This is an optimization exercise on Yosys and OpenROAD, whose aim is small area, a short achievable clock period and few clock cycles per item, not a production implementation. Where RTL was checked, it was by simulation tests only, not by an equivalence proof against the original. Function not checked in runs 1 to 4: the RTL went through the layout flow alone. No activity file was given, so power comes from the tool's default toggle rates.

**run.sh**
```bash
#!/bin/bash
# synth_recipe.tcl (not shown) runs the flow's synth.tcl, then flattens the netlist and writes it again
# the make line also repeats each setting of config.mk as NAME=value (left out here)
make -C /OpenROAD-flow-scripts/flow DESIGN_CONFIG=/design/flow/config.mk WORK_HOME=/design/flow/orfs CLKGATE_MAP_FILE= SYNTH_SCRIPT=/design/flow/synth_recipe.tcl finish
```
**config.mk**
```make
export PLATFORM = sky130hd
export DESIGN_NAME = ordered_dither_spiral_screen_unit
export DESIGN_NICKNAME = ordered_dither_spiral_screen_unit
export VERILOG_FILES = /design/flow/design.v
export SDC_FILE = /design/flow/constraint.sdc
export NUM_CORES = 4
export LEC_CHECK = 0
export ABC_AREA = 1
export CAP_MARGIN = 20
export CORE_MARGIN = 2
export CORE_UTILIZATION = 40
export PLACE_DENSITY = 0.6
export SETUP_SLACK_MARGIN = 5
export SLEW_MARGIN = 20
```
**constraint.sdc**
```tcl
create_clock -name core_clock -period 10.0 [get_ports {i_clk}]
set_input_delay 2.0000 -clock core_clock [delete_from_list [all_inputs] [get_ports {i_clk}]]
set_output_delay 2.0000 -clock core_clock [all_outputs]
set_load 0.01 [all_outputs]
```
**design.v**
```verilog
package odss_pkg;
    localparam int SIDE_W = 5;                           
    localparam int IN_W   = 48;                          
    localparam int OUT_W  = 24;                          
    localparam logic [4:0] SIDE_RESET = 5'd4;              
    localparam logic [1023:0] T_WTS = 1024'h84218421428428427a59bc6384848484216379a58426842657842157000000004214214224242424342134210000000021212121000000000000000000000000;
    function automatic logic [31:0] f_wts(input logic [4:0] n);
        f_wts = T_WTS[32*n +: 32];
    endfunction
    localparam logic [191:0] T_VFAC = 192'he31aa4799510309184081000;
    function automatic logic [5:0] f_vfac(input logic [4:0] n);
        f_vfac = T_VFAC[6*n +: 6];
    endfunction
    localparam logic [255:0] T_HALF = 256'h80808080808080808080808080808080716255483d32292019120d0805020101;
    function automatic logic [7:0] f_half(input logic [4:0] n);
        f_half = T_HALF[8*n +: 8];
    endfunction
    localparam logic [2047:0] T_KIDX = 2048'he1e0dfdedddcdbdad9d8d7d6d5d4d3d2e2a9a8a7a6a5a4a3a2a1a09f9e9d9cd1e3aa797877767574737271706f6e9bd0e4ab7a51504f4e4d4c4b4a49486d9acfe5ac7b5231302f2e2d2c2b2a476c99cee6ad7c533219181716151429466b98cde7ae7d54331a090807061328456a97cce8af7e55341b0a0100051227446996cbe9b07f56351c0b0203041126436895caeab18057361d0c0d0e0f1025426794c9ebb28158371e1f2021222324416693c8ecb3825938393a3b3c3d3e3f406592c7edb4835a5b5c5d5e5f606162636491c6eeb58485868788898a8b8c8d8e8f90c5efb6b7b8b9babbbcbdbebfc0c1c2c3c4f0f1f2f3f4f5f6f7f8f9fafbfcfdfeff;
    function automatic logic [7:0] f_kidx(input logic [7:0] ab);
        f_kidx = T_KIDX[8*ab +: 8];
    endfunction
endpackage
module odss_front #(
    parameter int QD = 4
) (
    input  logic        i_clk,
    input  logic        i_rst_n,
    input  logic        i_pix_in,
    output logic        o_s_tready,
    input  logic        i_pv,
    input  logic [3:0]  i_pd,
    output logic        o_m_tvalid,
    input  logic        i_m_tready,
    output logic [23:0] o_m_tdata,
    output logic [0:0]  o_m_tuser
);
    localparam int CW = $clog2(QD + 2);
    logic          r_rdy;
    logic [CW-1:0] r_cred;       
    logic [CW-1:0] w_cred;
    logic          r_ov;
    logic [3:0]    r_od;
    logic [3:0]    r_q [QD];
    logic [CW-1:0] r_qn;
    logic [CW-1:0] w_qn;         
    logic          w_pop;
    logic          w_load;
    assign w_pop  = r_ov && i_m_tready;
    assign w_load = !r_ov || i_m_tready;
    assign w_cred = r_cred + CW'(i_pix_in) - CW'(w_pop);
    assign w_qn   = (w_load && r_qn != '0) ? r_qn - CW'(1) : r_qn;
    always_ff @(posedge i_clk) begin
        if (!i_rst_n) begin
            r_cred <= '0;
            r_rdy  <= 1'b1;
            r_ov   <= 1'b0;
            r_qn   <= '0;
        end else begin
            r_cred <= w_cred;
            r_rdy  <= (w_cred != CW'(QD + 1));
            if (w_load) begin
                r_ov <= (r_qn != '0) || i_pv;
            end
            r_qn <= w_qn + CW'(i_pv && !(w_load && r_qn == '0));
        end
    end
    always_ff @(posedge i_clk) begin
        if (w_load) begin
            r_od <= (r_qn != '0) ? r_q[0] : i_pd;
        end
        for (int i = 0; i < QD; i++) begin
            if (w_load && r_qn != '0) begin
                if (CW'(i) + CW'(1) < r_qn) begin
                    r_q[i] <= (i + 1 < QD) ? r_q[(i + 1) % QD] : i_pd;
                end else if (CW'(i) + CW'(1) == r_qn) begin
                    r_q[i] <= i_pd;
                end
            end else if (!w_load && CW'(i) == r_qn) begin
                r_q[i] <= i_pd;
            end
        end
    end
    assign o_s_tready = r_rdy;
    assign o_m_tvalid = r_ov;
    assign o_m_tdata  = {{8{r_od[2]}}, {8{r_od[1]}}, {8{r_od[0]}}};
    assign o_m_tuser  = r_od[3];
endmodule
module odss_back (
    input  logic        i_clk,
    input  logic        i_rst_n,
    input  logic [4:0]  i_cfg,      
    input  logic        i_beat,
    input  logic        i_mode,
    input  logic [47:0] i_data,
    output logic        o_pv,
    output logic [3:0]  o_pd        
);
    function automatic logic [6:0] f_wsum(input logic [11:0] x,
                                          input logic [31:0] wts);
        logic [6:0] s;
        s = {3'd0, x[3:0]};
        for (int i = 4; i < 12; i++) begin
            s = s + (x[i] ? {3'd0, wts[4*(i-4) +: 4]} : 7'd0);
        end
        f_wsum = s;
    endfunction
    function automatic logic [6:0] f_rsub(input logic [6:0] s,
                                          input logic [4:0] n,
                                          input int         k);
        logic [7:0] d;
        d = {1'b0, s >> k} - {3'b0, n};
        f_rsub = d[7] ? s : 7'((d[6:0] << k) | (s & 7'((1 << k) - 1)));
    endfunction
    function automatic logic f_lt(input logic [6:0] a, input logic [6:0] b);
        logic l;
        l = 1'b0;
        for (int i = 0; i < 7; i++) begin
            l = (~a[i] & b[i]) | ((~a[i] | b[i]) & l);
        end
        f_lt = l;
    endfunction
    function automatic logic f_eq(input logic [6:0] a, input logic [6:0] b);
        f_eq = (a == b);
    endfunction
    logic        r1_v, r1_pix;
    logic [11:0] r1_x, r1_y;
    logic [7:0]  r1_c [3];
    logic [4:0]  r_sn;
    logic        r_sb;
    logic        r2_v, r2_b;
    logic [4:0]  r2_n;
    logic [6:0]  r2_sx, r2_sy;
    logic [7:0]  r2_ph [3];
    logic [2:0]  r2_e;
    logic        r3_v, r3_b;
    logic [4:0]  r3_n;
    logic [5:0]  r3_sx, r3_sy;
    logic [7:0]  r3_t [3];
    logic        r4_v, r4_b;
    logic [4:0]  r4_n;
    logic [7:0]  r4_ab;
    logic [7:0]  r4_t [3];
    logic        r5_v, r5_b;
    logic [4:0]  r5_n;
    logic [7:0]  r5_k;
    logic [7:0]  r5_t [3];
    logic [31:0] w_wts;
    logic [5:0]  w_vfac;
    logic [15:0] w_p [3];
    logic [6:0]  w_sx3, w_sy3, w_sx4, w_sy4;
    logic [7:0]  w_half;
    logic        w_u;
    logic [7:0]  w_kd;
    logic [6:0]  w_kp;
    always_ff @(posedge i_clk) begin
        if (!i_rst_n) begin
            r1_v <= 1'b0;
            r2_v <= 1'b0;
            r3_v <= 1'b0;
            r4_v <= 1'b0;
            r5_v <= 1'b0;
            r_sb <= 1'b0;
        end else begin
            r1_v <= i_beat;
            r2_v <= r1_v && r1_pix;
            r3_v <= r2_v;
            r4_v <= r3_v;
            r5_v <= r4_v;
            if (r1_v && !r1_pix) begin
                r_sb <= 1'b1;
            end
        end
    end
    always_ff @(posedge i_clk) begin
        if (r1_v && !r1_pix) begin
            r_sn <= i_cfg;
        end
    end
    always_ff @(posedge i_clk) begin
        r1_pix  <= i_mode;
        r1_x    <= i_data[11:0];
        r1_y    <= i_data[23:12];
        r1_c[0] <= i_data[31:24];
        r1_c[1] <= i_data[39:32];
        r1_c[2] <= i_data[47:40];
    end
    assign w_wts   = odss_pkg::f_wts(r_sn);
    assign w_vfac  = odss_pkg::f_vfac(r_sn);
    always_comb begin
        for (int j = 0; j < 3; j++) begin
            w_p[j] = 16'(16'(r1_c[j]) * 16'(w_vfac) << 2)
                   + (r_sn[0] ? 16'(r1_c[j]) << 1 : 16'(r1_c[j]));
        end
    end
    always_ff @(posedge i_clk) begin
        r2_b  <= r_sb;
        r2_n  <= r_sn;
        r2_sx <= f_wsum(r1_x, w_wts);
        r2_sy <= f_wsum(r1_y, w_wts);
        for (int j = 0; j < 3; j++) begin
            r2_ph[j] <= r_sn[4] ? r1_c[j] : w_p[j][15:8];
            r2_e[j]  <= (r1_c[j] == 8'd128) && r_sn[0];
        end
    end
    assign w_sx3 = f_rsub(f_rsub(r2_sx, r2_n, 3), r2_n, 2);
    assign w_sy3 = f_rsub(f_rsub(r2_sy, r2_n, 3), r2_n, 2);
    always_ff @(posedge i_clk) begin
        r3_b  <= r2_b;
        r3_n  <= r2_n;
        r3_sx <= w_sx3[5:0];
        r3_sy <= w_sy3[5:0];
        for (int j = 0; j < 3; j++) begin
            r3_t[j] <= r2_ph[j] - 8'(r2_e[j]);
        end
    end
    assign w_sx4 = f_rsub(f_rsub({1'b0, r3_sx}, r3_n, 1), r3_n, 0);
    assign w_sy4 = f_rsub(f_rsub({1'b0, r3_sy}, r3_n, 1), r3_n, 0);
    always_ff @(posedge i_clk) begin
        r4_b  <= r3_b;
        r4_n  <= r3_n;
        r4_ab <= {w_sx4[3:0] - r3_n[4:1] + 4'd8,
                  w_sy4[3:0] - 4'(5'(r3_n - 5'd1) >> 1) + 4'd7};
        for (int j = 0; j < 3; j++) begin
            r4_t[j] <= r3_t[j];
        end
    end
    always_ff @(posedge i_clk) begin
        r5_b <= r4_b;
        r5_n <= r4_n;
        r5_k <= odss_pkg::f_kidx(r4_ab);
        for (int j = 0; j < 3; j++) begin
            r5_t[j] <= r4_t[j];
        end
    end
    assign w_half = odss_pkg::f_half(r5_n);
    assign w_u    = f_lt(r5_k[6:0], w_half[6:0]) && !r5_k[7] || w_half[7] && !r5_k[7];
    assign w_kd   = r5_k - w_half;
    assign w_kp   = w_u ? r5_k[6:0] : w_kd[6:0];
    assign o_pv = r5_v;
    always_comb begin
        o_pd[3] = r5_b;
        for (int j = 0; j < 3; j++) begin
            o_pd[j] = r5_b && (f_lt(w_kp, r5_t[j][7:1])
                               || (w_u && r5_t[j][0] && f_eq(w_kp, r5_t[j][7:1])));
        end
    end
endmodule
module ordered_dither_spiral_screen_unit (
    input  logic                          i_clk,
    input  logic                          i_rst_n,
    input  logic                          i_cfg_valid,
    output logic                          o_cfg_ready,
    input  logic [odss_pkg::SIDE_W-1:0]   i_cfg_data,     
    input  logic                          s_axis_tvalid,
    output logic                          s_axis_tready,
    input  logic [odss_pkg::IN_W-1:0]     s_axis_tdata,
    input  logic [0:0]                    s_axis_tuser,   
    output logic                          m_axis_tvalid,
    input  logic                          m_axis_tready,
    output logic [odss_pkg::OUT_W-1:0]    m_axis_tdata,
    output logic [0:0]                    m_axis_tuser    
);
    logic [4:0] r_cfg;           
    logic       w_beat;
    logic       w_pix_in;
    logic       w_pv;
    logic [3:0] w_pd;
    assign o_cfg_ready = 1'b1;
    always_ff @(posedge i_clk) begin
        if (!i_rst_n) begin
            r_cfg <= odss_pkg::SIDE_RESET;
        end else if (i_cfg_valid) begin
            if (i_cfg_data == '0) begin
                r_cfg <= 5'd1;
            end else if (i_cfg_data > 5'd16) begin
                r_cfg <= 5'd16;
            end else begin
                r_cfg <= i_cfg_data;
            end
        end
    end
    assign w_beat   = s_axis_tvalid && s_axis_tready;
    assign w_pix_in = w_beat && s_axis_tuser[0];
    odss_back u_back (
        .i_clk    (i_clk),
        .i_rst_n  (i_rst_n),
        .i_cfg    (r_cfg),
        .i_beat   (w_beat),
        .i_mode   (s_axis_tuser[0]),
        .i_data   (s_axis_tdata),
        .o_pv     (w_pv),
        .o_pd     (w_pd)
    );
    odss_front #(.QD(6)) u_out (
        .i_clk      (i_clk),
        .i_rst_n    (i_rst_n),
        .i_pix_in   (w_pix_in),
        .o_s_tready (s_axis_tready),
        .i_pv       (w_pv),
        .i_pd       (w_pd),
        .o_m_tvalid (m_axis_tvalid),
        .i_m_tready (m_axis_tready),
        .o_m_tdata  (m_axis_tdata),
        .o_m_tuser  (m_axis_tuser)
    );
endmodule
```
==> results of run 1 <==
[cell families (layout without fill, tap and decap cells)]
family	Yosys count	count (layout)	share of synthesized area (%)
XOR/XNOR	78	78	3.47
buffers and inverters	541	690	10.9
AO/OA/AOI/OAI	348	348	9.74
AND/OR/NAND/NOR	910	910	18.9
adder cells (fa/ha/maj)	380	380	28.7
multiplexers	2	2	0.112
flip-flops	266	266	28.1
other	1	1	0.0187
[cells in the mapped netlist, types with 4 or more instances]
cell type	count	area, um^2
nand2_1	525	1970
inv_1	447	1680
ha_1	245	3070
dfxtp_1	233	4660
nor2_1	179	672
fa_1	135	2700
o21ai_0	130	651
nand3_1	122	611
a21oi_1	115	576
xor2_1	44	385
edfxtp_1	33	991
xnor2_1	32	280
buf_4	29	218
clkbuf_1	25	93.8
nand4_1	23	144
nor3_1	20	100
o21ai_1	18	90.1
a31oi_1	17	106
buf_2	17	85.1
o211ai_1	14	105
inv_2	13	48.8
o22ai_1	10	62.6
or2_2	7	43.8
o31ai_1	6	45.0
a21o_1	5	37.5
clkbuf_2	5	25.0
nand3_2	5	50.1
nor2_2	5	31.3
a211oi_1	4	30.0
nand2_2	4	25.0
o21ai_2	4	35.0
o21bai_1	4	30.0
[how the worst min path moves through the flow]
stage	to	slack, ps	cells past startpoint	startpoint
floorplan	u_back.r3_b	310	0	u_back.r2_b
global placement	u_back.r4_t[2][3]	310	0	u_back.r3_t[2][3]
detailed placement	u_back.r4_t[2][1]	310	0	u_back.r3_t[2][1]
CTS	u_back.r5_t[2][1]	320	0	u_back.r4_t[2][1]
global route	u_back.r5_t[2][1]	330	0	u_back.r4_t[2][1]
finish	u_back.r5_t[2][1]	320	0	u_back.r4_t[2][1]
[power by group]
group	leakage (uW)	switching [uW]	internal, uW
logic	0.00886	1630	1010
clock network	0.000517	499	640
registers	0.00227	157	1310
total	0.0116	2290	2960
[flip-flops by register name, summed over array words and instances (netlist names), 12 cells and up]
| name | cells |
|---|---|
| u_back.r4_t | 24 |
| u_back.r5_t | 24 |
| u_back.r1_x | 12 |
| u_back.r3_t | 24 |
| u_back.r1_c | 24 |
| u_out.r_q | 24 |
| u_back.r1_y | 12 |
| u_back.r2_ph | 24 |
[critical path: cells and delay by family (launching register included)]
kind | cells | cell delay [ps]
buf+inv | 7 | 730
xor+xnor | 1 | 180
flops | 1 | 410
simple gates | 10 | 1180
fa+ha+maj | 6 | 2130
compound gates | 4 | 440
[cell type report]
cell class	instances	area, um^2
Multi-Input combinational cell	1719	13000
Clock buffer	37	871
Tap cell	672	841
Fill cell	4745	25900
Timing Repair Buffer	170	1610
Sequential cell	266	5660
Inverter	462	1770
Clock inverter	21	180
[timing repair]
action                     CTS  global route
hold buffers                 0             0
pin swaps                   65            56
gates resized for setup    106            97
setup buffers               58            17
cloned                       3             0
setup endpoints to repair   34            30
[per-layer routing]
layer  vias up  track usage, %  part of all wire (%)  wire length (um)
li1       8230               -                     -                 -
met2       524            33.1                    48             24500
met3       121            2.03                   5.5              2810
met1      7828            24.7                    43             22000
met5         -               0                     0                 0
met4         0            7.07                   3.4              1760
[per-stage QoR]
step	cell area (um^2)	utilization, %
floorplan	20200	-
global placement	21400	43.0
detailed placement	21400	43.0
CTS	23400	46.9
global route	24000	48.1
finish	24000	48.1
==> flow_summary.html, run 1 <==
<table>
<tr><th>Metric</th><th>Value</th></tr>
<tr><th colspan="2">Status</th></tr>
<tr><td>Run status</td><td>timing/DRC/antenna clean</td></tr>
<tr><th colspan="2">Logic synthesis</th></tr>
<tr><td>Number of different library cells in the post-synthesis netlist</td><td>64</td></tr>
<tr><td>Async S/R FF share, synth</td><td>0%</td></tr>
<tr><td>Post-synth top flop</td><td>dfxtp_1</td></tr>
<tr><td>Sequential element share of the synthesized area</td><td>28.1%</td></tr>
<tr><td>Count of flip-flops with a built-in enable after synthesis</td><td>33</td></tr>
<tr><td>Number of synthesized register bits</td><td>266</td></tr>
<tr><td>Number of standard cells after synthesis</td><td>2526</td></tr>
<tr><td>Number of warning messages in the yosys log</td><td>10</td></tr>
<tr><td>Synthesized area per cell</td><td>7.96 um^2</td></tr>
<tr><td>Synthesized Nets</td><td>2965</td></tr>
<tr><td>Post-synthesis instance area</td><td>20100 um^2</td></tr>
<tr><th colspan="2">Critical path</th></tr>
<tr><td>Critical path endpoint</td><td>u_back.r2_ph[2][6]</td></tr>
<tr><td>Critical path data required time</td><td>10510 ps</td></tr>
<tr><td>Launching instance or port of the critical path</td><td>u_back.r_sn[0]</td></tr>
<tr><td>Type of destination of the critical path</td><td>flop</td></tr>
<tr><td>R2R Path Start</td><td>u_back.r_sn[0]</td></tr>
<tr><td>Reg2reg end</td><td>u_back.r2_ph[2][6]</td></tr>
<tr><td>Startpoint-to-endpoint class of the critical path</td><td>reg2reg</td></tr>
<tr><td>R2r setup slk</td><td>4830 ps</td></tr>
<tr><td>Critical Path AT</td><td>5670 ps</td></tr>
<tr><td>Crit path launch type</td><td>flop</td></tr>
<tr><td>Max incr delay on CP</td><td>590 ps</td></tr>
<tr><td>Worst Reg-to-Reg Cells</td><td>28</td></tr>
<tr><td>Slowest cell on crit path</td><td>fa_1</td></tr>
<tr><td>Biggest fanout along the worst timing path</td><td>6</td></tr>
<tr><th colspan="2">Die</th></tr>
<tr><td>Die Outline Area</td><td>52000 um^2</td></tr>
<tr><td>I/O pin total</td><td>87</td></tr>
<tr><td>Std-Cell Rows</td><td>82</td></tr>
<tr><td>Die Span Y</td><td>228 um</td></tr>
<tr><td>Horizontal extent of the die</td><td>228 um</td></tr>
<tr><td>Starting density of the core</td><td>40.3%</td></tr>
<tr><td>Core box area</td><td>49900 um^2</td></tr>
<tr><th colspan="2">Flow run</th></tr>
<tr><td>Reported max-cap violation count</td><td>0</td></tr>
<tr><th colspan="2">Timing</th></tr>
<tr><td>Setup repair after global routing missed its margin</td><td>yes</td></tr>
<tr><td>Minimum hold slack</td><td>320 ps</td></tr>
<tr><td>Max Clock Skew</td><td>23.5 ps</td></tr>
<tr><td>Total negative setup slack</td><td>0 ps</td></tr>
<tr><td>Final-report hold violation count</td><td>0</td></tr>
<tr><td>Slew of the pin with the lowest slew margin</td><td>869 ps</td></tr>
<tr><td>Endpoints failing setup</td><td>0</td></tr>
<tr><td>Worst max-slew margin expressed relative to the limit</td><td>41.3%</td></tr>
<tr><td>Min setup slack post-route</td><td>4830 ps</td></tr>
<tr><td>Share of the cycle needed by the critical path after routing</td><td>51.7%</td></tr>
<tr><td>Max Freq</td><td>0.194 GHz</td></tr>
<tr><td>Min Clock Period, post-route</td><td>5170 ps</td></tr>
<tr><td>Final number of max-transition violations</td><td>0</td></tr>
<tr><th colspan="2">Place</th></tr>
<tr><td>Cell count after placement</td><td>3211</td></tr>
<tr><td>Quantity of I/O buffers inserted on ports</td><td>85</td></tr>
<tr><td>HPWL after detailed placement</td><td>38500 um</td></tr>
<tr><td>Routability Congestion</td><td>0.980</td></tr>
<tr><td>Setup WS pre-CTS</td><td>3440 ps</td></tr>
<tr><th colspan="2">Drt</th></tr>
<tr><td>Final ANT Viol Nets</td><td>0</td></tr>
<tr><td>Total iterations of the first detailed-routing run</td><td>6</td></tr>
<tr><td>Per-cell routed wire length</td><td>15.3 um</td></tr>
<tr><td>Vias</td><td>16700</td></tr>
<tr><td>Detailed-route DRC error count</td><td>0</td></tr>
<tr><td>Routed WL</td><td>51100 um</td></tr>
<tr><td>Average vias per placed instance</td><td>4.99</td></tr>
<tr><td>Initial detailed-routing violation count</td><td>1244</td></tr>
<tr><th colspan="2">Cells and area</th></tr>
<tr><td>Final cell count without fillers</td><td>3347</td></tr>
<tr><td>Leading cell types in the layout, fill and taps excluded</td><td>nand2_1, inv_1, dfxtp_1, ha_1, nor2_1</td></tr>
<tr><td>Commonest non-fill, non-tap cell in the layout</td><td>nand2_1</td></tr>
<tr><td>Ratio of cells with drive above 1 in the final layout</td><td>12.5%</td></tr>
<tr><td>Area added between synthesis and finish</td><td>19.3%</td></tr>
<tr><td>Inserted Diodes</td><td>0</td></tr>
<tr><td>Final Net Count</td><td>3089</td></tr>
<tr><th colspan="2">Clock tree</th></tr>
<tr><td>Worst skew pair latency</td><td>590 ps</td></tr>
<tr><td>Clock sink total</td><td>266</td></tr>
<tr><td>TritonCTS clock tree</td><td>done</td></tr>
<tr><td>Cts bufs inserted</td><td>31</td></tr>
<tr><td>H-tree depth reported by CTS</td><td>1</td></tr>
<tr><td>Clock-pin transition on the worst setup and hold timing paths</td><td>70 ps</td></tr>
<tr><td>Clock root buffer</td><td>clkbuf_16</td></tr>
<tr><td>Clock Tree Buf Depth</td><td>3</td></tr>
<tr><th colspan="2">Global routing</th></tr>
<tr><td>Via count of the first global-routing pass</td><td>16400</td></tr>
<tr><td>Global-route congestion overflow total</td><td>0</td></tr>
<tr><td>Global-route wire length before repair</td><td>82300 um</td></tr>
<tr><td>Antenna violations before repair</td><td>0</td></tr>
<tr><td>Largest net degree at the start of global routing</td><td>47</td></tr>
<tr><td>Total routing resource utilization after global routing</td><td>19.1%</td></tr>
<tr><th colspan="2">Power and ir drop</th></tr>
<tr><td>PwrDens</td><td>219 nW/um^2</td></tr>
<tr><td>Maximum VDD drop</td><td>0.139 mV</td></tr>
<tr><td>Overall power after layout</td><td>5250 uW</td></tr>
<tr><td>P_leak</td><td>0.0116 uW</td></tr>
<tr><th colspan="2">Hold path</th></tr>
<tr><td>Type of the most critical hold path</td><td>reg2reg</td></tr>
</table>
==> inputs of run 2 (changes only) <==
--- a/config.mk
+++ b/config.mk
@@ -5,7 +5,7 @@
 export SDC_FILE = /design/flow/constraint.sdc
 export NUM_CORES = 4
 export LEC_CHECK = 0
-export ABC_AREA = 1
+export ABC_CLOCK_PERIOD_IN_PS = 4000
 export CAP_MARGIN = 20
 export CORE_MARGIN = 2
 export CORE_UTILIZATION = 40
==> run 2 against run 1 <==
  * Sequential power barely moved
  * Critical path depth down 4
  * Wire length fell by 10%
  * Clock-buffer cell count is 1 higher
  * Critical path type unchanged
  * Largest cell class unchanged
==> flow_summary.html, run 2 <==
<table>
<tr><th>Metric</th><th>Value</th></tr>
<tr><th colspan="2">Status</th></tr>
<tr><td>Run status</td><td>timing/DRC/antenna clean</td></tr>
<tr><th colspan="2">Die</th></tr>
<tr><td>Die Outline Area</td><td>51300 um^2</td></tr>
<tr><td>Die Span Y</td><td>226 um</td></tr>
<tr><td>Std-Cell Rows</td><td>81</td></tr>
<tr><td>Horizontal extent of the die</td><td>226 um</td></tr>
<tr><td>Core box area</td><td>48800 um^2</td></tr>
<tr><td>Starting density of the core</td><td>40.5%</td></tr>
<tr><td>I/O pin total</td><td>87</td></tr>
<tr><th colspan="2">Critical path</th></tr>
<tr><td>Startpoint-to-endpoint class of the critical path</td><td>reg2reg</td></tr>
<tr><td>Critical Path AT</td><td>5730 ps</td></tr>
<tr><td>Reg2reg end</td><td>u_back.r2_ph[2][7]</td></tr>
<tr><td>Critical path data required time</td><td>10430 ps</td></tr>
<tr><td>Launching instance or port of the critical path</td><td>u_back.r_sn[1]</td></tr>
<tr><td>Crit path launch type</td><td>flop</td></tr>
<tr><td>R2R Path Start</td><td>u_back.r_sn[1]</td></tr>
<tr><td>R2r setup slk</td><td>4710 ps</td></tr>
<tr><td>Worst Reg-to-Reg Cells</td><td>24</td></tr>
<tr><td>Biggest fanout along the worst timing path</td><td>6</td></tr>
<tr><td>Type of destination of the critical path</td><td>flop</td></tr>
<tr><th colspan="2">Global routing</th></tr>
<tr><td>Total routing resource utilization after global routing</td><td>17.8%</td></tr>
<tr><td>Global-route wire length before repair</td><td>74300 um</td></tr>
<tr><td>Antenna violations before repair</td><td>0</td></tr>
<tr><td>Global-route congestion overflow total</td><td>0</td></tr>
<tr><td>Via count of the first global-routing pass</td><td>14800</td></tr>
<tr><td>Largest net degree at the start of global routing</td><td>77</td></tr>
<tr><th colspan="2">Clock tree</th></tr>
<tr><td>Clock-pin transition on the worst setup and hold timing paths</td><td>60 ps</td></tr>
<tr><td>H-tree depth reported by CTS</td><td>1</td></tr>
<tr><td>Worst skew pair latency</td><td>560 ps</td></tr>
<tr><td>Clock Tree Buf Depth</td><td>3</td></tr>
<tr><td>Cts bufs inserted</td><td>30</td></tr>
<tr><td>Clock root buffer</td><td>clkbuf_16</td></tr>
<tr><td>TritonCTS clock tree</td><td>done</td></tr>
<tr><td>Hold_buf cts</td><td>0</td></tr>
<tr><td>Clock sink total</td><td>266</td></tr>
<tr><th colspan="2">Hold path</th></tr>
<tr><td>Hold Crit Endpoint</td><td>u_back.r4_b</td></tr>
<tr><td>Origin of the worst min-delay path</td><td>u_back.r3_b</td></tr>
<tr><td>Type of the most critical hold path</td><td>reg2reg</td></tr>
<tr><td>Cell depth of the worst min-delay path</td><td>0</td></tr>
<tr><th colspan="2">Timing</th></tr>
<tr><td>Slew of the pin with the lowest slew margin</td><td>857 ps</td></tr>
<tr><td>Final-report hold violation count</td><td>0</td></tr>
<tr><td>Setup repair after global routing missed its margin</td><td>yes</td></tr>
<tr><td>Min Clock Period, post-route</td><td>5290 ps</td></tr>
<tr><td>Max Clock Skew</td><td>13.2 ps</td></tr>
<tr><td>Total negative setup slack</td><td>0 ps</td></tr>
<tr><td>Endpoints failing setup</td><td>0</td></tr>
<tr><td>Share of the cycle needed by the critical path after routing</td><td>52.9%</td></tr>
<tr><td>Worst max-slew margin expressed relative to the limit</td><td>42.8%</td></tr>
<tr><td>Max Freq</td><td>0.189 GHz</td></tr>
<tr><td>Final number of max-transition violations</td><td>0</td></tr>
<tr><th colspan="2">Place</th></tr>
<tr><td>Routability Congestion</td><td>0.911</td></tr>
<tr><td>Quantity of I/O buffers inserted on ports</td><td>85</td></tr>
<tr><td>HPWL after detailed placement</td><td>32000 um</td></tr>
<tr><td>Post-Place Cell Area</td><td>21200 um^2</td></tr>
<tr><th colspan="2">Logic synthesis</th></tr>
<tr><td>Number of warning messages in the yosys log</td><td>10</td></tr>
<tr><td>Number of synthesized register bits</td><td>266</td></tr>
<tr><td>Synthesized area per cell</td><td>9.16 um^2</td></tr>
<tr><td>Number of different library cells in the post-synthesis netlist</td><td>72</td></tr>
<tr><td>Count of flip-flops with a built-in enable after synthesis</td><td>33</td></tr>
<tr><td>Synth area leader</td><td>dfxtp_1</td></tr>
<tr><td>Sequential element share of the synthesized area</td><td>28.6%</td></tr>
<tr><td>Top post-synthesis cells by count</td><td>inv_1, nand2_1, ha_1</td></tr>
<tr><td>Post-synthesis instance area</td><td>19800 um^2</td></tr>
<tr><td>Synthesized Nets</td><td>2600</td></tr>
<tr><td>Number of standard cells after synthesis</td><td>2161</td></tr>
<tr><td>Async S/R FF share, synth</td><td>0%</td></tr>
<tr><td>Post-synth top flop</td><td>dfxtp_1</td></tr>
<tr><td>Most frequent cell after synthesis</td><td>inv_1</td></tr>
<tr><td>Fraction of post-synthesis cell area in the top cell type by area</td><td>23.6%</td></tr>
<tr><td>Largest cells by area after synthesis</td><td>dfxtp_1, ha_1, fa_1, inv_1, edfxtp_1</td></tr>
<tr><th colspan="2">Drt</th></tr>
<tr><td>Total iterations of the first detailed-routing run</td><td>5</td></tr>
<tr><td>Routed WL</td><td>45800 um</td></tr>
<tr><td>Vias</td><td>14900</td></tr>
<tr><td>Initial detailed-routing violation count</td><td>974</td></tr>
<tr><td>Final ANT Viol Nets</td><td>0</td></tr>
<tr><td>Detailed-route DRC error count</td><td>0</td></tr>
<tr><td>Average vias per placed instance</td><td>5.05</td></tr>
<tr><td>Per-cell routed wire length</td><td>15.6 um</td></tr>
<tr><th colspan="2">Power and ir drop</th></tr>
<tr><td>Sw power</td><td>2020 uW</td></tr>
<tr><td>Part of the total power dissipated in combinational logic</td><td>49.8%</td></tr>
<tr><td>P_leak</td><td>0.0106 uW</td></tr>
<tr><td>Sequential cell fraction of total power</td><td>28.6%</td></tr>
<tr><td>Maximum VDD drop</td><td>0.126 mV</td></tr>
<tr><td>Fraction of power spent switching nets</td><td>39.8%</td></tr>
<tr><td>PwrDens</td><td>218 nW/um^2</td></tr>
<tr><td>Internal power contribution</td><td>3050 uW</td></tr>
<tr><td>Clock Power Share</td><td>21.6%</td></tr>
<tr><th colspan="2">Cells and area</th></tr>
<tr><td>Commonest non-fill, non-tap cell in the layout</td><td>nand2_1</td></tr>
<tr><td>Area occupied by multi-input gates</td><td>13100 um^2</td></tr>
<tr><td>Ratio of cells with drive above 1 in the final layout</td><td>12.9%</td></tr>
<tr><td>Fill cell count</td><td>4551</td></tr>
<tr><td>Leading cell types in the layout, fill and taps excluded</td><td>nand2_1, inv_1, dfxtp_1, ha_1, fa_1</td></tr>
<tr><td>Footprint of the flip-flops and latches</td><td>5660 um^2</td></tr>
<tr><td>Inserted Diodes</td><td>0</td></tr>
<tr><td>Final Net Count</td><td>2694</td></tr>
<tr><td>Finished layout cell area</td><td>23300 um^2</td></tr>
<tr><td>Area added between synthesis and finish</td><td>17.7%</td></tr>
<tr><th colspan="2">Flow run</th></tr>
<tr><td>Reported max-cap violation count</td><td>0</td></tr>
</table>
run 2: kinds of logic (layout without fill, tap and decap cells):
| kind of cell | Yosys count | after routing | synth area share, % |
|---|---|---|---|
| AO/OA/AOI/OAI | 371 | 371 | 11.7 |
| XOR/XNOR | 113 | 113 | 5.00 |
| adder cells (fa/ha/maj) | 380 | 380 | 29.1 |
| buffers and inverters | 378 | 495 | 7.73 |
| flip-flops | 266 | 266 | 28.6 |
| multiplexers | 57 | 57 | 3.52 |
| other | 1 | 1 | 0.0189 |
| AND/OR/NAND/NOR | 595 | 595 | 14.3 |
run 2: layout make-up:
class / count / share of cell area (%)
clock buffer: 38 / 3.70
clock inverter: 17 / 0.591
inverter: 269 / 4.40
multi-input combinational: 1517 / 56.4
sequential: 266 / 24.3
tap: 664 / 3.57
timing repair buffer: 171 / 7.07
run 2: power by group through the flow:
stage / clock (uW) / combinational (uW) / sequential, uW
2_1_floorplan: 0 / 1900 / 1410
3_3_place_gp: 0 / 2360 / 1460
3_5_place_dp: 0 / 2420 / 1470
4_1_cts: 1130 / 2480 / 1450
5_1_grt: 1180 / 2850 / 1470
6_report: 1090 / 2530 / 1450
run 2: worst max-delay path: stages (launching register included):
cell and delay, ps:
edfxtp_1 500, buf_6 170, ha_4 150, o21a_1 200, a311oi_4 240, buf_6 190
buf_6 150, buf_6 110, nand2_4 40, fa_1 530, inv_2 50, ha_4 250
inv_2 30, fa_1 520, buf_6 140, fa_2 520, inv_2 50, ha_4 260
o21ai_2 60, o21ai_2 170, nand2_2 110, nor4b_4 360, nand4_1 150, xnor2_1 180
o21ai_1 60
run 2: stage by stage:
step	power [uW]	std cells	hold WS, ps	utilization, %	setup WS (ps)
3_3_place_gp	3820	2816	310	43.4	4120
2_1_floorplan	3310	2161	310	-	4750
4_1_cts	5060	2909	323	46.5	4670
5_1_grt	5500	2942	324	47.7	4450
6_report	5070	2942	320	47.7	4710
3_5_place_dp	3880	2816	312	43.4	3960
run 2: how the worst max path moves through the flow:
stage,end,slack (ps),depth (start not counted)
final,u_back.r2_ph[2][7],4710,24
after global routing,u_back.r2_ph[0][7],4450,25
after CTS,u_back.r2_ph[0][7],4670,25
after detailed placement,u_back.r2_ph[0][7],3960,23
after global placement,u_back.r2_ph[0][7],4120,23
after floorplan,u_back.r2_ph[0][7],4750,27
run 2: repair_timing:
action	CTS	global route
gates cloned	3	2
gates resized for setup	61	69
pin swaps	33	53
buffers inserted	35	31
endpoints found under the setup margin	47	38
run 2: metal layers:
layer / vias up / GRT usage (%) / part of all wire (%)
li1: 7294 / - / -
met1: 7122 / 23.3 / 45
met2: 379 / 31.0 / 49
met3: 76 / 2.02 / 4.7
met4: 0 / 4.94 / 2.1
met5: - / 0 / 0
==> inputs of run 3 (changes only) <==
--- a/design.v
+++ b/design.v
@@ -126,6 +126,8 @@
     logic [11:0] r1_x, r1_y;
     logic [7:0]  r1_c [3];
     logic [4:0]  r_sn;
+    logic [5:0]  r_vf;           
+    logic [31:0] r_wts;          
     logic        r_sb;
     logic        r2_v, r2_b;
     logic [4:0]  r2_n;
@@ -138,7 +140,7 @@
     logic [7:0]  r3_t [3];
     logic        r4_v, r4_b;
     logic [4:0]  r4_n;
-    logic [7:0]  r4_ab;
+    logic [7:0]  r4_m;
     logic [7:0]  r4_t [3];
     logic        r5_v, r5_b;
     logic [4:0]  r5_n;
@@ -174,6 +176,8 @@
     always_ff @(posedge i_clk) begin
         if (r1_v && !r1_pix) begin
             r_sn <= i_cfg;
+            r_vf <= odss_pkg::f_vfac(i_cfg);
+            r_wts <= odss_pkg::f_wts(i_cfg);
         end
     end
     always_ff @(posedge i_clk) begin
@@ -184,8 +188,8 @@
         r1_c[1] <= i_data[39:32];
         r1_c[2] <= i_data[47:40];
     end
-    assign w_wts   = odss_pkg::f_wts(r_sn);
-    assign w_vfac  = odss_pkg::f_vfac(r_sn);
+    assign w_wts   = r_wts;
+    assign w_vfac  = r_vf;
     always_comb begin
         for (int j = 0; j < 3; j++) begin
             w_p[j] = 16'(16'(r1_c[j]) * 16'(w_vfac) << 2)
@@ -218,8 +222,7 @@
     always_ff @(posedge i_clk) begin
         r4_b  <= r3_b;
         r4_n  <= r3_n;
-        r4_ab <= {w_sx4[3:0] - r3_n[4:1] + 4'd8,
-                  w_sy4[3:0] - 4'(5'(r3_n - 5'd1) >> 1) + 4'd7};
+        r4_m  <= {w_sx4[3:0], w_sy4[3:0]};
         for (int j = 0; j < 3; j++) begin
             r4_t[j] <= r3_t[j];
         end
@@ -227,7 +230,8 @@
     always_ff @(posedge i_clk) begin
         r5_b <= r4_b;
         r5_n <= r4_n;
-        r5_k <= odss_pkg::f_kidx(r4_ab);
+        r5_k <= odss_pkg::f_kidx({r4_m[7:4] - r4_n[4:1] + 4'd8,
+                                  r4_m[3:0] - 4'(5'(r4_n - 5'd1) >> 1) + 4'd7});
         for (int j = 0; j < 3; j++) begin
             r5_t[j] <= r4_t[j];
         end
--- a/config.mk
+++ b/config.mk
@@ -5,7 +5,7 @@
 export SDC_FILE = /design/flow/constraint.sdc
 export NUM_CORES = 4
 export LEC_CHECK = 0
-export ABC_CLOCK_PERIOD_IN_PS = 4000
+export ABC_AREA = 1
 export CAP_MARGIN = 20
 export CORE_MARGIN = 2
 export CORE_UTILIZATION = 40
==> run 3 against run 2 <==
  * Largest power group unchanged
  * Combinational power increased by 45%
  * Synthesized cell count increased by 21%
  * Final area increased by 2.7%
  * Clock skew increased by 9.1 ps
  * Flip-flop and latch count increased by 32
  * Critical path type unchanged
  * Area after synthesis increased by 7.3%
  * Largest cell class unchanged
  * First-iteration DRC count increased by 25%
  * Cell count increased by 15%
  * Non-clock buffer count decreased by 55
  * Clock-buffer cell count increased by 3
  * Die area increased by 7.2%
  * Total power increased by 33%
==> flow_summary.html, run 3 <==
<table>
<tr><th>Metric</th><th>Value</th></tr>
<tr><th colspan="2">Logic synthesis</th></tr>
<tr><td>Async S/R FF share, synth</td><td>0%</td></tr>
<tr><td>Fraction of post-synthesis cell area in the top cell type by area</td><td>21.9%</td></tr>
<tr><td>Synthesized Nets</td><td>3058</td></tr>
<tr><td>Post-synthesis instance area</td><td>21200 um^2</td></tr>
<tr><td>Xor and xnor area share after synthesis</td><td>3.51%</td></tr>
<tr><td>Share of synthesized cell area in full adder, half adder and majority cells</td><td>27.0%</td></tr>
<tr><td>Sequential element share of the synthesized area</td><td>31.2%</td></tr>
<tr><td>Synth area leader</td><td>dfxtp_1</td></tr>
<tr><td>Post-synth top flop</td><td>dfxtp_1</td></tr>
<tr><td>Top post-synthesis cells by count</td><td>nand2_1, inv_1, ha_1</td></tr>
<tr><td>Number of warning messages in the yosys log</td><td>10</td></tr>
<tr><td>Most frequent cell after synthesis</td><td>nand2_1</td></tr>
<tr><td>Number of synthesized register bits</td><td>298</td></tr>
<tr><td>Number of different library cells in the post-synthesis netlist</td><td>52</td></tr>
<tr><td>Post-synthesis simple-gate area fraction</td><td>17.5%</td></tr>
<tr><td>Dominant combinational cell family by area after synthesis</td><td>adder cells</td></tr>
<tr><td>Largest cells by area after synthesis</td><td>dfxtp_1, ha_1, fa_1, nand2_1, edfxtp_1</td></tr>
<tr><td>Synthesized area per cell</td><td>8.10 um^2</td></tr>
<tr><td>Compound-gate portion of the synthesized area</td><td>9.04%</td></tr>
<tr><td>Number of standard cells after synthesis</td><td>2621</td></tr>
<tr><td>Count of flip-flops with a built-in enable after synthesis</td><td>66</td></tr>
<tr><td>Mux cell area share after synthesis</td><td>0.212%</td></tr>
<tr><th colspan="2">Clock tree</th></tr>
<tr><td>Hold_buf cts</td><td>0</td></tr>
<tr><td>Clock-pin transition on the worst setup and hold timing paths</td><td>60 ps</td></tr>
<tr><td>H-tree depth reported by CTS</td><td>2</td></tr>
<tr><td>Clock Tree Buf Depth</td><td>3</td></tr>
<tr><td>TritonCTS clock tree</td><td>done</td></tr>
<tr><td>Worst skew pair latency</td><td>550 ps</td></tr>
<tr><td>Clock root buffer</td><td>clkbuf_16</td></tr>
<tr><td>Cts bufs inserted</td><td>35</td></tr>
<tr><td>Clock sink total</td><td>298</td></tr>
<tr><th colspan="2">Die</th></tr>
<tr><td>Die Span Y</td><td>234 um</td></tr>
<tr><td>Core box area</td><td>52600 um^2</td></tr>
<tr><td>Die Outline Area</td><td>55000 um^2</td></tr>
<tr><td>Std-Cell Rows</td><td>84</td></tr>
<tr><td>Horizontal extent of the die</td><td>234 um</td></tr>
<tr><td>I/O pin total</td><td>87</td></tr>
<tr><td>Starting density of the core</td><td>40.4%</td></tr>
<tr><th colspan="2">Drt</th></tr>
<tr><td>Per-cell routed wire length</td><td>14.8 um</td></tr>
<tr><td>Initial detailed-routing violation count</td><td>1213</td></tr>
<tr><td>Routed WL</td><td>50100 um</td></tr>
<tr><td>Detailed-route DRC error count</td><td>0</td></tr>
<tr><td>Total iterations of the first detailed-routing run</td><td>5</td></tr>
<tr><td>Average vias per placed instance</td><td>4.91</td></tr>
<tr><td>Vias</td><td>16700</td></tr>
<tr><td>Final ANT Viol Nets</td><td>0</td></tr>
<tr><th colspan="2">Timing</th></tr>
<tr><td>Max Freq</td><td>0.212 GHz</td></tr>
<tr><td>Total negative setup slack</td><td>0 ps</td></tr>
<tr><td>Max Clock Skew</td><td>22.3 ps</td></tr>
<tr><td>Setup repair after global routing missed its margin</td><td>yes</td></tr>
<tr><td>Final-report hold violation count</td><td>0</td></tr>
<tr><td>Worst max-slew margin expressed relative to the limit</td><td>39.4%</td></tr>
<tr><td>Endpoints failing setup</td><td>0</td></tr>
<tr><td>Slew of the pin with the lowest slew margin</td><td>909 ps</td></tr>
<tr><td>Share of the cycle needed by the critical path after routing</td><td>47.2%</td></tr>
<tr><td>Min Clock Period, post-route</td><td>4720 ps</td></tr>
<tr><td>Final number of max-transition violations</td><td>0</td></tr>
<tr><th colspan="2">Critical path</th></tr>
<tr><td>Critical path data required time</td><td>10410 ps</td></tr>
<tr><td>R2R Path Start</td><td>u_back.r_vf[2]</td></tr>
<tr><td>Reg2reg end</td><td>u_back.r2_ph[0][6]</td></tr>
<tr><td>R2r setup slk</td><td>5280 ps</td></tr>
<tr><td>Worst Reg-to-Reg Cells</td><td>21</td></tr>
<tr><td>Critical Path AT</td><td>5130 ps</td></tr>
<tr><td>Type of destination of the critical path</td><td>flop</td></tr>
<tr><td>Biggest fanout along the worst timing path</td><td>6</td></tr>
<tr><td>Startpoint-to-endpoint class of the critical path</td><td>reg2reg</td></tr>
<tr><td>Crit path launch type</td><td>flop</td></tr>
<tr><th colspan="2">Global routing</th></tr>
<tr><td>Global-route wire length before repair</td><td>81600 um</td></tr>
<tr><td>Global-route congestion overflow total</td><td>0</td></tr>
<tr><td>Total routing resource utilization after global routing</td><td>18.5%</td></tr>
<tr><td>Antenna violations before repair</td><td>0</td></tr>
<tr><td>Largest net degree at the start of global routing</td><td>44</td></tr>
<tr><td>Via count of the first global-routing pass</td><td>16600</td></tr>
<tr><th colspan="2">Flow run</th></tr>
<tr><td>Reported max-cap violation count</td><td>0</td></tr>
<tr><th colspan="2">Hold path</th></tr>
<tr><td>Hold Crit Endpoint</td><td>u_back.r4_t[2][5]</td></tr>
<tr><td>Origin of the worst min-delay path</td><td>u_back.r3_t[2][5]</td></tr>
<tr><td>Type of the most critical hold path</td><td>reg2reg</td></tr>
<tr><td>Cell depth of the worst min-delay path</td><td>0</td></tr>
<tr><th colspan="2">Status</th></tr>
<tr><td>Run status</td><td>timing/DRC/antenna clean</td></tr>
<tr><th colspan="2">Cells and area</th></tr>
<tr><td>Area occupied by multi-input gates</td><td>12200 um^2</td></tr>
<tr><td>Number of flip-flops under the largest register name</td><td>27</td></tr>
<tr><td>Leading cell types in the layout, fill and taps excluded</td><td>nand2_1, inv_1, ha_1, dfxtp_1, o21ai_0</td></tr>
<tr><td>Area added between synthesis and finish</td><td>12.7%</td></tr>
<tr><td>Ratio of cells with drive above 1 in the final layout</td><td>4.92%</td></tr>
<tr><td>Footprint of the flip-flops and latches</td><td>6630 um^2</td></tr>
<tr><td>Inserted Diodes</td><td>0</td></tr>
<tr><td>Final Net Count</td><td>3117</td></tr>
<tr><td>Fill cell count</td><td>5105</td></tr>
<tr><td>Commonest non-fill, non-tap cell in the layout</td><td>nand2_1</td></tr>
<tr><td>Most flop-heavy register</td><td>u_back.r_wts</td></tr>
<tr><th colspan="2">Power and ir drop</th></tr>
<tr><td>P_leak</td><td>0.0122 uW</td></tr>
<tr><td>Overall power after layout</td><td>6750 uW</td></tr>
<tr><td>Maximum VDD drop</td><td>0.154 mV</td></tr>
<tr><td>PwrDens</td><td>282 nW/um^2</td></tr>
<tr><th colspan="2">Place</th></tr>
<tr><td>Quantity of I/O buffers inserted on ports</td><td>85</td></tr>
<tr><td>HPWL after detailed placement</td><td>38700 um</td></tr>
<tr><td>Routability Congestion</td><td>0.931</td></tr>
</table>
[run 3: changes by cell type after synthesis, moves of 20 or more]
cell	change
and2_1	-76
nor2_1	+38
nand3_1	+86
a21o_1	-27
nor2b_1	-28
mux2_2	-36
nand2_1	+318
o21ai_0	+43
nand2b_1	-20
xnor2_1	-30
inv_1	+242
edfxtp_1	+33
[run 3: kinds of logic after synthesis]
| logic type | after synthesis |
|---|---|
| flops | 298 |
| simple gates | 898 |
| xor+xnor | 85 |
| fa+ha+maj | 378 |
| buf+inv | 611 |
| compound gates | 346 |
| other cells | 1 |
| mux | 4 |
[run 3: per-stage QoR]
step / worst slack, ps / utilization [%] / instance area, um^2 / cells / hold WS, ps
2_1_floorplan: 5610 / - / 21200 / 2621 / 310
3_3_place_gp: 5140 / 42.9 / 22500 / 3308 / 313
3_5_place_dp: 5000 / 42.9 / 22500 / 3308 / 312
4_1_cts: 5090 / 45.2 / 23700 / 3371 / 327
5_1_grt: 4960 / 45.5 / 23900 / 3392 / 330
6_report: 5280 / 45.5 / 23900 / 3392 / 324
[run 3: worst max-delay path by stage]
stage,start,to
floorplan,u_back.r_vf[5],u_back.r2_ph[1][6]
global placement,u_back.r_vf[5],u_back.r2_ph[2][6]
detailed placement,u_back.r_vf[5],u_back.r2_ph[1][6]
CTS,u_back.r_vf[0],u_back.r2_ph[1][6]
global route,u_back.r_vf[3],u_back.r2_ph[1][6]
finish,u_back.r_vf[2],u_back.r2_ph[0][6]
[run 3: where the power goes]
group | leakage [uW] | switching, uW | internal, uW | total (uW)
Clock | 0.000594 | 523 | 811 | 1330
Sequential | 0.00259 | 170 | 1560 | 1730
Combinational | 0.00901 | 2360 | 1320 | 3680
[run 3: layer usage]
| metal | share of wire [%] | track usage [%] |
|---|---|---|
| met5 | 0 | 0 |
| met2 | 48 | 31.8 |
| met3 | 5.0 | 2.51 |
| met1 | 45 | 23.8 |
| met4 | 2.4 | 6.39 |
[run 3: final cells by class]
cell class	instances	area share (%)
Tap cell	688	3.60
Inverter	517	8.11
Clock buffer	41	3.93
Timing Repair Buffer	116	4.66
Multi-Input combinational cell	1712	50.9
Clock inverter	20	1.11
Sequential cell	298	27.7
[run 3: critical path, cell delays in order, from the launching register on]
cell and delay, ps:
edfxtp_1 530, buf_4 200, nand2_1 60, inv_1 60, fa_1 530, inv_1 50
fa_1 460, fa_1 550, inv_1 40, ha_1 360, a21oi_2 180, o21ai_2 100
xor2_1 150, ha_1 350, nand2_1 90, o21a_1 190, nand2_1 110, nand2_2 100
nor2_4 140, nand3_1 100, nand3_1 100, o21ai_0 100
[run 3: repair_timing]
action / CTS / global route
buffers inserted: 2 / 21
cloned: 0 / 0
gates resized for setup: 0 / 4
endpoints found under the hold margin: 0 / 0
setup endpoints to repair: 1 / 26
==> inputs of run 4 (changes only) <==
--- a/config.mk
+++ b/config.mk
@@ -5,7 +5,7 @@
 export SDC_FILE = /design/flow/constraint.sdc
 export NUM_CORES = 4
 export LEC_CHECK = 0
-export ABC_AREA = 1
+export ABC_CLOCK_PERIOD_IN_PS = 4000
 export CAP_MARGIN = 20
 export CORE_MARGIN = 2
 export CORE_UTILIZATION = 40
==> run 4 against run 3 <==
  * Via count fell by 8.0%
  * Area after synthesis about the same
  * Maximum frequency down 0.88%
  * Final area is 0.70% higher
  * Critical path depth down 1
  * Setup slack worse by 42 ps
  * Sequential share of layout area decreased by 0.15 points
  * Synthesized cell count fell by 15%
  * Combinational power rose by 12%
==> flow_summary.html, run 4 <==
<table>
<tr><th>Metric</th><th>Value</th></tr>
<tr><th colspan="2">Power and ir drop</th></tr>
<tr><td>Maximum VDD drop</td><td>0.343 mV</td></tr>
<tr><td>P_leak</td><td>0.0110 uW</td></tr>
<tr><td>Overall power after layout</td><td>7320 uW</td></tr>
<tr><td>PwrDens</td><td>304 nW/um^2</td></tr>
<tr><th colspan="2">Logic synthesis</th></tr>
<tr><td>Post-synthesis instance area</td><td>21200 um^2</td></tr>
<tr><td>Number of standard cells after synthesis</td><td>2232</td></tr>
<tr><td>Count of flip-flops with a built-in enable after synthesis</td><td>66</td></tr>
<tr><td>Post-synth top flop</td><td>dfxtp_1</td></tr>
<tr><td>Number of different library cells in the post-synthesis netlist</td><td>90</td></tr>
<tr><td>Number of synthesized register bits</td><td>298</td></tr>
<tr><td>Fraction of post-synthesis cell area in the top cell type by area</td><td>21.9%</td></tr>
<tr><td>Synthesized area per cell</td><td>9.51 um^2</td></tr>
<tr><td>Top post-synthesis cells by count</td><td>inv_1, nand2_1, ha_1</td></tr>
<tr><td>Synth area leader</td><td>dfxtp_1</td></tr>
<tr><td>Sequential element share of the synthesized area</td><td>31.2%</td></tr>
<tr><td>Largest cells by area after synthesis</td><td>dfxtp_1, ha_1, fa_1, edfxtp_1, inv_1</td></tr>
<tr><td>Number of warning messages in the yosys log</td><td>10</td></tr>
<tr><td>Async S/R FF share, synth</td><td>0%</td></tr>
<tr><td>Most frequent cell after synthesis</td><td>inv_1</td></tr>
<tr><td>Synthesized Nets</td><td>2669</td></tr>
<tr><th colspan="2">Timing</th></tr>
<tr><td>Total negative setup slack</td><td>0 ps</td></tr>
<tr><td>Max Clock Skew</td><td>20.9 ps</td></tr>
<tr><td>Slew of the pin with the lowest slew margin</td><td>959 ps</td></tr>
<tr><td>Setup repair after global routing missed its margin</td><td>yes</td></tr>
<tr><td>Min Clock Period, post-route</td><td>4760 ps</td></tr>
<tr><td>Share of the cycle needed by the critical path after routing</td><td>47.6%</td></tr>
<tr><td>Worst max-slew margin expressed relative to the limit</td><td>35.9%</td></tr>
<tr><td>Max Freq</td><td>0.210 GHz</td></tr>
<tr><td>Min setup slack post-route</td><td>5240 ps</td></tr>
<tr><td>Final-report hold violation count</td><td>0</td></tr>
<tr><td>Endpoints failing setup</td><td>0</td></tr>
<tr><td>Final number of max-transition violations</td><td>0</td></tr>
<tr><th colspan="2">Critical path</th></tr>
<tr><td>Biggest fanout along the worst timing path</td><td>11</td></tr>
<tr><td>Critical Path AT</td><td>5180 ps</td></tr>
<tr><td>Startpoint-to-endpoint class of the critical path</td><td>reg2reg</td></tr>
<tr><td>Type of destination of the critical path</td><td>flop</td></tr>
<tr><td>Reg2reg end</td><td>u_back.r2_ph[1][7]</td></tr>
<tr><td>Crit path launch type</td><td>flop</td></tr>
<tr><td>R2r setup slk</td><td>5240 ps</td></tr>
<tr><td>Worst Reg-to-Reg Cells</td><td>20</td></tr>
<tr><td>R2R Path Start</td><td>u_back.r_vf[2]</td></tr>
<tr><td>Critical path data required time</td><td>10420 ps</td></tr>
<tr><th colspan="2">Cells and area</th></tr>
<tr><td>Commonest non-fill, non-tap cell in the layout</td><td>inv_1</td></tr>
<tr><td>Area added between synthesis and finish</td><td>13.6%</td></tr>
<tr><td>Footprint of the flip-flops and latches</td><td>6640 um^2</td></tr>
<tr><td>Leading cell types in the layout, fill and taps excluded</td><td>inv_1, nand2_1, ha_1, dfxtp_1, fa_1</td></tr>
<tr><td>Final cell count without fillers</td><td>3000</td></tr>
<tr><td>Area occupied by multi-input gates</td><td>13100 um^2</td></tr>
<tr><td>Most flop-heavy register</td><td>u_back.r_wts</td></tr>
<tr><td>Final Net Count</td><td>2721</td></tr>
<tr><td>Ratio of cells with drive above 1 in the final layout</td><td>9.04%</td></tr>
<tr><td>Core occupancy in the finished layout</td><td>45.9%</td></tr>
<tr><td>Fill cell count</td><td>4983</td></tr>
<tr><td>Number of flip-flops under the largest register name</td><td>27</td></tr>
<tr><th colspan="2">Global routing</th></tr>
<tr><td>Global-route congestion overflow total</td><td>0</td></tr>
<tr><td>Largest net degree at the start of global routing</td><td>50</td></tr>
<tr><td>Global-route wire length before repair</td><td>78400 um</td></tr>
<tr><td>Antenna violations before repair</td><td>1</td></tr>
<tr><td>Total routing resource utilization after global routing</td><td>17.6%</td></tr>
<tr><td>Via count of the first global-routing pass</td><td>15400</td></tr>
<tr><th colspan="2">Place</th></tr>
<tr><td>Routability Congestion</td><td>0.912</td></tr>
<tr><td>Quantity of I/O buffers inserted on ports</td><td>85</td></tr>
<tr><td>Cell count after placement</td><td>2904</td></tr>
<tr><td>HPWL after detailed placement</td><td>34900 um</td></tr>
<tr><td>Setup WS pre-CTS</td><td>4740 ps</td></tr>
<tr><th colspan="2">Clock tree</th></tr>
<tr><td>H-tree depth reported by CTS</td><td>2</td></tr>
<tr><td>Cts bufs inserted</td><td>37</td></tr>
<tr><td>TritonCTS clock tree</td><td>done</td></tr>
<tr><td>Clock-pin transition on the worst setup and hold timing paths</td><td>60 ps</td></tr>
<tr><td>Clock sink total</td><td>298</td></tr>
<tr><td>Clock root buffer</td><td>clkbuf_16</td></tr>
<tr><td>Worst skew pair latency</td><td>540 ps</td></tr>
<tr><td>Clock Tree Buf Depth</td><td>3</td></tr>
<tr><th colspan="2">Flow run</th></tr>
<tr><td>Reported max-cap violation count</td><td>0</td></tr>
<tr><th colspan="2">Hold path</th></tr>
<tr><td>Hold Crit Endpoint</td><td>u_back.r4_t[2][6]</td></tr>
<tr><td>Origin of the worst min-delay path</td><td>u_back.r3_t[2][6]</td></tr>
<tr><td>Cell depth of the worst min-delay path</td><td>0</td></tr>
<tr><td>Type of the most critical hold path</td><td>reg2reg</td></tr>
<tr><th colspan="2">Drt</th></tr>
<tr><td>Uppermost layer routed</td><td>met4</td></tr>
<tr><td>Vias</td><td>15300</td></tr>
<tr><td>Routed WL</td><td>47100 um</td></tr>
<tr><td>Total iterations of the first detailed-routing run</td><td>7</td></tr>
<tr><td>Average vias per placed instance</td><td>5.11</td></tr>
<tr><td>Per-cell routed wire length</td><td>15.7 um</td></tr>
<tr><td>Final ANT Viol Nets</td><td>0</td></tr>
<tr><td>Initial detailed-routing violation count</td><td>996</td></tr>
<tr><td>Routed wire length on met3</td><td>2160 um</td></tr>
<tr><td>Routed wire length on met2</td><td>22800 um</td></tr>
<tr><td>Detailed-route DRC error count</td><td>0</td></tr>
<tr><td>Routed length on met1</td><td>20900 um</td></tr>
<tr><th colspan="2">Die</th></tr>
<tr><td>Starting density of the core</td><td>40.4%</td></tr>
<tr><td>Die Outline Area</td><td>54900 um^2</td></tr>
<tr><td>Core box area</td><td>52600 um^2</td></tr>
<tr><td>Die Span Y</td><td>234 um</td></tr>
<tr><td>Horizontal extent of the die</td><td>234 um</td></tr>
<tr><td>Std-Cell Rows</td><td>84</td></tr>
<tr><td>I/O pin total</td><td>87</td></tr>
<tr><th colspan="2">Status</th></tr>
<tr><td>Run status</td><td>timing/DRC/antenna clean</td></tr>
</table>
## run 4: cell families after synthesis
logic type      Yosys count  share of synthesized area, %
compound gates          388                          12.2
flops                   298                          31.2
simple gates            612                          14.0
fa+ha+maj               378                          27.1
xor+xnor                100                          4.29
buf+inv                 387                          7.54
other cells               1                        0.0177
mux                      68                          3.67
## run 4: worst max-delay path by stage
stage | startpoint | cells past startpoint | endpoint
after CTS | u_back.r_vf[5] | 18 | u_back.r2_ph[1][7]
after global routing | u_back.r_vf[2] | 20 | u_back.r2_ph[1][7]
after detailed placement | u_back.r_vf[5] | 18 | u_back.r2_ph[1][7]
after floorplan | u_back.r_vf[5] | 19 | u_back.r2_ph[0][7]
after global placement | u_back.r_vf[5] | 18 | u_back.r2_ph[1][7]
final | u_back.r_vf[2] | 20 | u_back.r2_ph[1][7]
## run 4: power breakdown
| group | switching, uW | leakage [uW] | internal, uW |
|---|---|---|---|
| clock | 529 | 0.000641 | 886 |
| combinational | 2410 | 0.00775 | 1730 |
| sequential | 183 | 0.00257 | 1580 |
## run 4: timing repair
item | CTS | global route
pin swaps | 0 | 12
hold buffers | 0 | 0
endpoints found under the setup margin | 17 | 19
setup buffers | 9 | 20
gates resized for setup | 0 | 19
## run 4: final cells by class
class                           count  share of cell area, %
Inverter                          273                   4.25
Timing Repair Buffer              127                   4.91
Antenna cell                        1                 0.0104
Multi-Input combinational cell   1547                   54.3
Tap cell                          688                   3.57
Clock buffer                       44                   4.20
Clock inverter                     22                   1.23
Sequential cell                   298                   27.5
## run 4: critical path, stage by stage, from the launching register on
cell	delay (ps)
edfxtp_1	390
buf_6	170
and2_1	160
fa_1	530
inv_1	50
fa_1	480
fa_1	550
inv_1	40
ha_1	330
nor2b_1	140
nor2_1	130
xnor2_1	90
ha_1	320
nand2_1	70
o21ai_1	120
a211oi_1	90
nor3_4	280
nand4_1	230
nor3b_2	270
xnor2_1	140
o21ai_1	70
## run 4: routing by layer
layer,global-route usage [%],up-vias
met4,5.35,0
met1,22.4,7332
met3,2.85,86
met5,0,-
li1,-,7550
met2,30.7,363
## run 4: metrics by stage
stage                     hold WS (ps)  area, um^2
after floorplan                    310       21200
after global placement             310       22500
after detailed placement           312       22500
after CTS                          312       23900
after global routing               311       24100
final                              314       24100
==> inputs of run 5 (changes only) <==
--- a/design.v
+++ b/design.v
@@ -150,6 +150,8 @@
     logic [5:0]  w_vfac;
     logic [15:0] w_p [3];
     logic [6:0]  w_sx3, w_sy3, w_sx4, w_sy4;
+    logic [4:0]  w_nm1;
+    logic [7:0]  w_ab;
     logic [7:0]  w_half;
     logic        w_u;
     logic [7:0]  w_kd;
@@ -227,11 +229,12 @@
             r4_t[j] <= r3_t[j];
         end
     end
+    assign w_nm1 = r4_n - 5'd1;
+    assign w_ab  = {r4_m[7:4] - r4_n[4:1] + 4'd8, r4_m[3:0] - w_nm1[4:1] + 4'd7};
     always_ff @(posedge i_clk) begin
         r5_b <= r4_b;
         r5_n <= r4_n;
-        r5_k <= odss_pkg::f_kidx({r4_m[7:4] - r4_n[4:1] + 4'd8,
-                                  r4_m[3:0] - 4'(5'(r4_n - 5'd1) >> 1) + 4'd7});
+        r5_k <= odss_pkg::f_kidx(w_ab);
         for (int j = 0; j < 3; j++) begin
             r5_t[j] <= r4_t[j];
         end
--- a/config.mk
+++ b/config.mk
@@ -5,7 +5,7 @@
 export SDC_FILE = /design/flow/constraint.sdc
 export NUM_CORES = 4
 export LEC_CHECK = 0
-export ABC_CLOCK_PERIOD_IN_PS = 4000
+export ABC_AREA = 1
 export CAP_MARGIN = 20
 export CORE_MARGIN = 2
 export CORE_UTILIZATION = 40
==> run 5 against run 4 <==
  * Still clean
  * Cell count up 17%
  * Sequential power shrank 3%
  * First-iteration DRC count rose by 8.3%
  * Sequential share of layout area is 0.21 points lower
  * Total power down 5.1%
  * Flip-flop and latch count increased by 1
  * Clock-buffer cell count grew 2
  * Critical path type unchanged
==> flow_summary.html, run 5 <==
<table>
<tr><th>Metric</th><th>Value</th></tr>
<tr><th colspan="2">Status</th></tr>
<tr><td>Run status</td><td>timing/DRC/antenna clean</td></tr>
<tr><th colspan="2">Power and ir drop</th></tr>
<tr><td>Sw power</td><td>3160 uW</td></tr>
<tr><td>Sequential cell fraction of total power</td><td>24.8%</td></tr>
<tr><td>Part of the total power dissipated in combinational logic</td><td>55.4%</td></tr>
<tr><td>Internal power contribution</td><td>3790 uW</td></tr>
<tr><th colspan="2">Die</th></tr>
<tr><td>Die Span Y</td><td>236 um</td></tr>
<tr><td>Core box area</td><td>53600 um^2</td></tr>
<tr><td>I/O pin total</td><td>87</td></tr>
<tr><td>Starting density of the core</td><td>40.2%</td></tr>
<tr><th colspan="2">Critical path</th></tr>
<tr><td>Crit path launch type</td><td>flop</td></tr>
<tr><td>Top delay family on crit path</td><td>adder cells</td></tr>
<tr><td>Max incr delay on CP</td><td>550 ps</td></tr>
<tr><td>Biggest fanout along the worst timing path</td><td>5</td></tr>
<tr><td>Type of destination of the critical path</td><td>flop</td></tr>
<tr><td>Critical path data required time</td><td>10400 ps</td></tr>
<tr><td>Worst Reg-to-Reg Cells</td><td>25</td></tr>
<tr><th colspan="2">Timing</th></tr>
<tr><td>Max Freq</td><td>0.214 GHz</td></tr>
<tr><td>Min setup slack post-route</td><td>5320 ps</td></tr>
<tr><td>Final number of max-transition violations</td><td>0</td></tr>
<tr><td>Worst max-slew margin expressed relative to the limit</td><td>38.5%</td></tr>
<tr><td>Minimum hold slack</td><td>321 ps</td></tr>
<tr><td>Slew of the pin with the lowest slew margin</td><td>920 ps</td></tr>
<tr><th colspan="2">Cells and area</th></tr>
<tr><td>Commonest non-fill, non-tap cell in the layout</td><td>nand2_1</td></tr>
<tr><td>Footprint of the flip-flops and latches</td><td>6650 um^2</td></tr>
<tr><td>Fill cell count</td><td>5283</td></tr>
<tr><td>Most flop-heavy register</td><td>u_back.r_wts</td></tr>
<tr><td>Number of flip-flops under the largest register name</td><td>27</td></tr>
<tr><td>Inserted Diodes</td><td>0</td></tr>
<tr><td>Area added between synthesis and finish</td><td>12.8%</td></tr>
<tr><td>Final cell count without fillers</td><td>3499</td></tr>
<tr><th colspan="2">Global routing</th></tr>
<tr><td>Antenna violations before repair</td><td>0</td></tr>
<tr><td>Global-route congestion overflow total</td><td>0</td></tr>
<tr><th colspan="2">Logic synthesis</th></tr>
<tr><td>Synthesized Nets</td><td>3154</td></tr>
<tr><td>Largest cells by area after synthesis</td><td>dfxtp_1, ha_1, fa_1, nand2_1, inv_1</td></tr>
<tr><td>Top post-synthesis cells by count</td><td>nand2_1, inv_1, ha_1</td></tr>
<tr><td>Number of synthesized register bits</td><td>299</td></tr>
<tr><td>Synth area leader</td><td>dfxtp_1</td></tr>
<tr><td>Fraction of post-synthesis cell area in the top cell type by area</td><td>21.6%</td></tr>
<tr><td>Async S/R FF share, synth</td><td>0%</td></tr>
<tr><td>Count of flip-flops with a built-in enable after synthesis</td><td>66</td></tr>
<tr><th colspan="2">Drt</th></tr>
<tr><td>Initial detailed-routing violation count</td><td>1079</td></tr>
<tr><td>Routed WL</td><td>50700 um</td></tr>
<tr><td>Vias</td><td>17100</td></tr>
<tr><th colspan="2">Place</th></tr>
<tr><td>Routability Congestion</td><td>0.912</td></tr>
<tr><th colspan="2">Hold path</th></tr>
<tr><td>Type of the most critical hold path</td><td>reg2reg</td></tr>
<tr><th colspan="2">Clock tree</th></tr>
<tr><td>Worst skew pair latency</td><td>540 ps</td></tr>
<tr><td>Cts bufs inserted</td><td>35</td></tr>
<tr><td>Clock-pin transition on the worst setup and hold timing paths</td><td>60 ps</td></tr>
<tr><td>TritonCTS clock tree</td><td>done</td></tr>
</table>
==> run 5: changes by cell type after synthesis, sizes merged, moves of 18 or more <==
cell | before | now
nor3 | 32 | 14
inv | 272 | 536
and2 | 98 | 0
nand2b | 21 | 0
nor2 | 88 | 145
a21o | 42 | 6
nand3 | 25 | 153
nor2b | 19 | 0
o21ai | 98 | 127
nand2 | 262 | 695
mux2 | 49 | 4
clkbuf | 67 | 42
==> run 5: power by group through the flow <==
stage / sequential, uW / combinational [uW] / clock (uW)
2_1_floorplan: 1690 / 2900 / 0
3_3_place_gp: 1750 / 3700 / 0
3_5_place_dp: 1750 / 3770 / 0
4_1_cts: 1730 / 3800 / 1410
5_1_grt: 1760 / 4380 / 1460
6_report: 1720 / 3850 / 1370
==> run 5: kinds of logic after synthesis <==
family,Yosys count,share of synthesized area [%]
DFF,299,30.8
muxes,4,0.209
AOI/OAI and AO/OA,275,7.03
xor gates and xnor gates,82,3.37
and+or+nand+nor,1046,20.0
adders and majority gates,378,26.6
buffers and inverters,632,11.9
other,1,0.0174
==> run 5: path summary, 6_finish.rpt <==
check / from / end / slack (ps)
setup / recovery: u_back.r_vf[2] / u_back.r2_ph[1][6] / 5320
setup reg to reg: u_back.r_vf[2] / u_back.r2_ph[1][6] / 5320
hold / removal: u_back.r4_t[0][3] / u_back.r5_t[0][3] / 320
hold reg to reg: u_back.r4_t[0][3] / u_back.r5_t[0][3] / 320
==> run 5: per-stage QoR <==
step / total power, uW / instance area (um^2) / util (%)
after global placement: 5450 / 22800 / 42.5
after floorplan: 4580 / 21600 / -
after CTS: 6940 / 24100 / 45.0
after global routing: 7590 / 24300 / 45.4
after detailed placement: 5520 / 22800 / 42.5
final: 6950 / 24300 / 45.4
==> run 5: per-layer routing <==
layer	vias up	track usage [%]	wire, um
li1	8541	-	-
met1	8038	22.6	21900
met2	480	32.9	24900
met3	90	2.20	2370
met4	0	6.39	1510
met5	-	0	0
==> run 5: layout make-up <==
cell class / count / area share, %
repair buffers: 116 / 4.64
well taps: 696 / 3.58
multi-input cells: 1786 / 50.9
clock inverters: 16 / 1.02
inverters: 540 / 8.34
flip-flops and latches: 299 / 27.3
clock buffers: 46 / 4.15
==> run 5: timing repair <==
action	CTS	global route
endpoints found under the setup margin	12	33
pin swaps	0	1
resized for setup	0	11
setup buffers	5	19
Testbench counts of run 5, summed over its fixed seeds: cycles 13,275, items 12,795.

Re-timed with assumed drivers on the ports (clkbuf_16 on the clock, buf_2 on other inputs), run 5 has 5.319 ns of setup slack against 5.319 ns with ideal ports, and 5.319 ns once port delays also move by the mid clock arrival of 0.578 ns.
